This design comes from an exercise in tuning for small area, a short achievable clock period and few clock cycles per item on the open sky130 flow, not from production work.
Where RTL was checked, it was by simulation tests only, not by an equivalence proof against the original.
Power and IR drop assume default switching activity.

## alpha
## muldiv_engine
module muldiv_engine #(
  parameter int WIDTH      = 32,
  parameter int MUL_STAGES = 2
) (
  input  logic             clock,
  input  logic             reset,
  input  logic             flush,
  input  logic [WIDTH-1:0] in_src0,
  input  logic [WIDTH-1:0] in_src1,
  input  logic [1:0]       in_op,
  input  logic             in_sign,
  input  logic             in_valid,
  output logic             in_ready,
  output logic             out_valid,
  input  logic             out_ready,
  output logic [WIDTH-1:0] out_res0,
  output logic [WIDTH-1:0] out_res1,
  output logic             busy
);
Settings: LEC_CHECK=0, CAP_MARGIN=5, CORE_MARGIN=2, CORE_UTILIZATION=40, SLEW_MARGIN=5, TNS_END_PERCENT=5; clock period 11.0 ns.
standard.sh (not shown) runs the stock make flow with config.mk's settings and CLKGATE_MAP_FILE= SYNTH_SCRIPT=/design/flow/synth_recipe.tcl, a recipe that flattens the netlist after the stock synthesis.
==> flow/flow/run.sh <==
#!/bin/bash
# Standard synthesis and layout; only the setup repair margin is raised so
# that repair_timing works towards a shorter period than the 11 ns clock.
set -euo pipefail
bash standard.sh synth > synth.log 2>&1
bash standard.sh finish SETUP_SLACK_MARGIN=6 > layout.log 2>&1
For beta, these inputs were changed with respect to alpha:
--- a/flow/config.mk
+++ b/flow/config.mk
@@ -6,7 +6,7 @@
 export NUM_CORES = 4
 export LEC_CHECK = 0
-export CAP_MARGIN = 5
+export CAP_MARGIN = 20
 export CORE_MARGIN = 2
 export CORE_UTILIZATION = 40
-export SLEW_MARGIN = 5
+export SLEW_MARGIN = 20
 export TNS_END_PERCENT = 5
Findings:
beta: all stages complete, timing, DRC and antenna checks passed
Diff alpha -> beta: endpoint arrival time on the critical path moved down; footprint of the multi-input gates level; total power consumption of the routed design level; non-filler instance count after layout level; hold slack moved up.
Comparing alpha with beta, the ratio of total power to cell area came out essentially unchanged.
There was hardly any difference in design area between alpha and beta.
Share of the clock period used by the worst path after layout of beta is on par with alpha.
Delta (beta minus alpha): shortest clock period the worst path allows after layout lost 0.015 ns, register area now sits at about the same level, flip-flop and latch share of the layout cell area essentially unchanged.
Function was not checked in any run of this note: the RTL went through the layout flow alone.


## north
muldiv_engine, a different RTL version from the one above (not shown whole).
Size: about 3,400 cells after synthesis, ~140 flip-flops, roughly 140 I/O pins, about 25,000 um^2 of cells after synthesis.
==> flow/config.mk <==
export PLATFORM = sky130hd
export DESIGN_NAME = muldiv_engine
export DESIGN_NICKNAME = muldiv_engine
export VERILOG_FILES = /design/flow/design.v
export SDC_FILE = /design/flow/constraint.sdc
export NUM_CORES = 4
export LEC_CHECK = 0
export CAP_MARGIN = 20
export CORE_MARGIN = 2
export CORE_UTILIZATION = 40
export SETUP_SLACK_MARGIN = 5
export SLEW_MARGIN = 20
==> flow/constraint.sdc <==
create_clock -name core_clock -period 11.0 [get_ports {clock}]
set_input_delay 2.2000 -clock core_clock [delete_from_list [all_inputs] [get_ports {clock}]]
set_output_delay 2.2000 -clock core_clock [all_outputs]
set_load 0.01 [all_outputs]
run.sh (not shown) runs the stock make flow with config.mk's settings and CLKGATE_MAP_FILE= SYNTH_SCRIPT=/design/flow/synth_recipe.tcl, a recipe that flattens the netlist after the stock synthesis.
Stock flow here: none of the scripts above is used.
north: flow completed, timing, DRC and antenna clean
Testbench counts of north, summed over its fixed seeds: cycles 19,131, items 3,200.
## Diff of input files: west against north
# north
export LEC_CHECK = 0
export CAP_MARGIN = 20
export CORE_MARGIN = 2
export CORE_UTILIZATION = 40
export SETUP_SLACK_MARGIN = 5
export SLEW_MARGIN = 20
create_clock -name core_clock -period 11.0 [get_ports {clock}]
# west
export LEC_CHECK = 0
export CAP_MARGIN = 20
export CORE_MARGIN = 2
export CORE_UTILIZATION = 40
export SLEW_MARGIN = 20
create_clock -name core_clock -period 11.0 [get_ports {clock}]
Results
- A slowest cell on the critical path of sky130_fd_sc_hd__nand2_1 is what west shows, while sky130_fd_sc_hd__mux4_2 belongs to north.
- Taking west as 1.0, north lands at 2.7 on number of buffers outside the clock class in the layout.
- north → west: share of total power in combinational logic now smaller; clock power share now larger.
- west reports its kind of critical path as primary input to flip-flop while north reports flip-flop to flip-flop.
- The instance count after placement with tap cells included was comparable across north and west.
- Comparing north and west, the higher power is on north.

## what the ideal ports hide
Ports are ideal in the flow. The routed layouts listed here were re-timed in OpenROAD. Step 1 (the two cells are an assumption about what drives the block):
set clk [get_ports {clock}]
set_driving_cell -lib_cell sky130_fd_sc_hd__clkbuf_16 $clk
set_driving_cell -lib_cell sky130_fd_sc_hd__buf_2 [delete_from_list [all_inputs] $clk]
Step 2 also shifts input and output timing later by t, the mid clock arrival at the registers, as if the neighbouring blocks saw the same clock. a / b / c = no drivers / after step 1 / after step 2; a / b = the first two.
run	t (ns)	setup slack, ns	worst setup path at the end	slew at the worst register clock pin (ns)
alpha	0.546	5.309 / 5.340 / 4.794	input to register	0.09 / 0.09
beta	0.546	5.325 / 5.356 / 4.810	input to register	0.09 / 0.09
north	0.560	4.581 / 4.581 / 4.168	input to register	0.09 / 0.09
west	0.554	2.539 / 2.568 / 2.014	input to register	0.09 / 0.09
After both steps setup and hold are still met in every run listed. The setup slack of west, which loses most, moves by +0.029 ns with the drivers and by -0.525 ns with both steps.
